Context: an optimization exercise on an open-source flow, tuned for small area, a short achievable clock period and few clock cycles per item. The choices shown serve that exercise and are no tape-out recipe.
Only simulation tests tie the RTL to the original design; equivalence was not proved.

==> flow/design.v (excerpt) <==
module exclusion_process_hop_step_unit #(
    parameter int SITES     = 64,
    parameter int PARTICLES = 16
) (
    input  wire logic              i_clk,
    input  wire logic              i_rst_n,
    input  wire logic              i_cfg_we,
    input  wire logic              i_cfg_index,
    input  wire logic [RATE_W-1:0] i_cfg_data,
    input  wire logic              i_in_valid,
    output logic                   o_in_stall,
    input  wire logic              i_cmd,
    input  wire logic [PICK_W-1:0] i_pick,
    output logic                   o_out_valid,
    input  wire logic              i_out_stall,
    output logic [MOVER_W-1:0]     o_mover,
    output logic                   o_went_right,
    output logic [LAND_W-1:0]      o_landing_site,
    output logic [SUM_W-1:0]       o_rate_sum,
    output logic                   o_stuck
);
Settings: LEC_CHECK=0, ABC_AREA=1, CAP_MARGIN=20, CORE_MARGIN=2, CORE_UTILIZATION=40, PLACE_DENSITY=0.6, SLEW_MARGIN=20, SYNTH_HIERARCHICAL=1, SYNTH_MINIMUM_KEEP_SIZE=0; clock period 8.0 ns.
run.sh (not shown) runs the stock make flow with config.mk's settings and CLKGATE_MAP_FILE= SYNTH_SCRIPT=/design/flow/synth_recipe.tcl, a recipe that flattens the netlist after the stock synthesis.
The starting point produced a clean layout.
Testbench counts at the start, summed over its fixed seeds: cycles 17,867, items 8,982.
Rerun with:
--- a/flow/design.v
+++ b/flow/design.v
@@ -942,56 +942,56 @@
         end
         for (int j = 0; j < 9; j++) loc[j] = 4'd0;
         for (int i = 0; i < 4; i++) begin
             gidx[i] = 5'd0;
             for (int j = 0; j < 17; j++) begin
                 if (e[j] && cnt[j] == 6'(i)) gidx[i] = gidx[i] | 5'(j);
             end
         end
     end
     logic [5:0]       t;
     logic             dneg;
     logic [17:0]      mag;
-    logic [3:0][17:0] cmp_b;
-    logic [3:0]       cmp_lt;
+    logic [2:0][17:0] cmp_b;
+    logic [2:0]       cmp_lt;
     assign dneg  = r_dneg;
     assign mag   = r_mag;
-    assign cmp_b = {r_xsr, {2'd0, r_rr}, {2'd0, r_lr}, {1'd0, s_sum}};
+    assign cmp_b = {r_xsr, {2'd0, dneg ? r_lr : r_rr}, {1'd0, s_sum}};
     always_comb begin
-        for (int c = 0; c < 4; c++) begin
+        for (int c = 0; c < 3; c++) begin
             logic [17:0] g, p, g2, p2;
             g = ~mag & cmp_b[c];
             p = ~(mag ^ cmp_b[c]);
             for (int k = 0; k < 5; k++) begin
                 for (int i = 0; i < 18; i++) begin
                     if (i >= (1 << k)) begin
                         g2[i] = g[i] | (p[i] & g[i - (1 << k)]);
                         p2[i] = p[i] & p[i - (1 << k)];
                     end else begin
                         g2[i] = g[i];
                         p2[i] = p[i];
                     end
                 end
                 g = g2;
                 p = p2;
             end
             cmp_lt[c] = g[17];
         end
     end
     assign t[0] = dneg & ~cmp_lt[0];
     assign t[1] = dneg & ~cmp_lt[1];
     assign t[2] = dneg;
-    assign t[3] = dneg | cmp_lt[2];
+    assign t[3] = dneg | cmp_lt[1];
     assign t[4] = dneg | cmp_lt[0];
-    assign t[5] = dneg | cmp_lt[3];
+    assign t[5] = dneg | cmp_lt[2];
     logic [3:0] isel;
     logic       side_r;
     assign isel[0] = t[0];
     assign isel[1] = t[2] & ~t[0];
     assign isel[2] = t[4] & ~t[2];
     assign isel[3] = ~t[4];
     assign side_r  = (t[1] & ~t[0]) | (t[3] & ~t[2]) | (t[5] & ~t[4]);
     logic [16:0] gzr, gzl;       
     assign gzr = {1'b0, gz[16:1]};
     assign gzl = {gz[15:0], 1'b0};
     logic [3:0][16:0] oh;
     logic [3:0][3:0]  cl_l;      
Global-route usage goes down by 0.87 points.
Final area hardly moves.
Via count does not change.
Synthesized cell count goes up by 0.47%.
Critical path depth goes up by 10.
Testbench counts after the change, summed over its fixed seeds: cycles 17,867, items 8,982.

--- another note on this design; it stands on its own ---

==> quartz <==
## exclusion_process_hop_step_unit
module exclusion_process_hop_step_unit #(
    parameter int SITES     = 64,
    parameter int PARTICLES = 16
) (
    input  wire logic              i_clk,
    input  wire logic              i_rst_n,
    input  wire logic              i_cfg_we,
    input  wire logic              i_cfg_index,
    input  wire logic [RATE_W-1:0] i_cfg_data,
    input  wire logic              i_in_valid,
    output logic                   o_in_stall,
    input  wire logic              i_cmd,
    input  wire logic [PICK_W-1:0] i_pick,
    output logic                   o_out_valid,
    input  wire logic              i_out_stall,
    output logic [MOVER_W-1:0]     o_mover,
    output logic                   o_went_right,
    output logic [LAND_W-1:0]      o_landing_site,
    output logic [SUM_W-1:0]       o_rate_sum,
    output logic                   o_stuck
);
clock: 8.0 ns
lec_check: 0
abc_area: 1
cap_margin: 20
core_margin: 2
core_utilization: 50
cts_buf_list: sky130_fd_sc_hd__clkbuf_8
place_density: 0.7
setup_slack_margin: 2.0
slew_margin: 20
synth_hierarchical: 1
synth_minimum_keep_size: 0
run.sh (not shown) runs the stock make flow with config.mk's settings and CLKGATE_MAP_FILE= SYNTH_SCRIPT=/design/flow/synth_recipe.tcl, a recipe that flattens the netlist after the stock synthesis.
==> garnet: changes against quartz <==
Settings changed: SETUP_SLACK_MARGIN 2.0 to 2.2.
==> impl_metrics.tcl <==
set metrics [dict create \
    status "timing/DRC/antenna clean" \
    multi_input_area_share_pct 69.64 \
    vias 41030 \
    met1Wirelength_um 62980 \
    slew_headroom_pct 30.41 \
    grt_use_met3_pct 5.446 \
    timing.rr.end "r_in0[2]" \
    tightest_slew_ns 1.043 \
    worst-path-buf-inv 4 \
    postCtsSetupBuffers 17 \
    min_period_ns 5.990 \
    cellPowerDensity_mw_per_mm2 439.4 \
    grtUsageTotal_pct 35.78 \
]
That was quartz.
==> impl_metrics.tcl <==
set metrics [dict create \
    status "timing/DRC/antenna clean" \
    vias 41460 \
    grt_use_met3_pct 5.658 \
    cellPowerDensity_mw_per_mm2 466.7 \
    min_period_ns 5.860 \
    multi_input_area_share_pct 68.93 \
    slew_headroom_pct 28.90 \
    tightest_slew_ns 1.066 \
    postCtsSetupBuffers 45 \
    worst-path-buf-inv 5 \
]
That was garnet.
Testbench counts of quartz, summed over its fixed seeds: cycles 17,867, items 8,982.
Testbench counts of garnet, summed over its fixed seeds: cycles 17,867, items 8,982.

separate check: timing with driven ports:
In the flow no input, the clock included, has a driving cell. The finished layouts below were timed again as built, in two steps.
Step 1, drivers: a clkbuf_16 drives i_clk and a buf_2 each remaining input, both assumed.
Step 2, shift: input delay + t, output delay - t, t = (earliest + latest rising clock arrival at the registers) / 2. This alone moves slack from input paths to output paths.
Slacks: ideal / step 1 / step 2; pairs: ideal / step 1.
| run | t (ns) | setup WS [ns] | worst register clock-pin slew, ns | worst data-port slew with drivers (ns) |
|---|---|---|---|---|
| the first run of note 1 | 0.683 | 0.966 / 0.966 / 0.966 | 0.08 / 0.08 | 0.07 |
| the second run of note 1 | 0.668 | 0.668 / 0.668 / 0.668 | 0.08 / 0.08 | 0.08 |
| quartz | 0.757 | 2.010 / 2.010 / 1.518 | 0.07 / 0.07 | 0.06 |
| garnet | 0.765 | 2.140 / 2.140 / 2.122 | 0.09 / 0.09 | 0.05 |
After both steps every run listed still meets setup and hold. For quartz, which loses most, drivers alone change the setup slack by 0.000 ns; drivers and shift together by -0.492 ns.
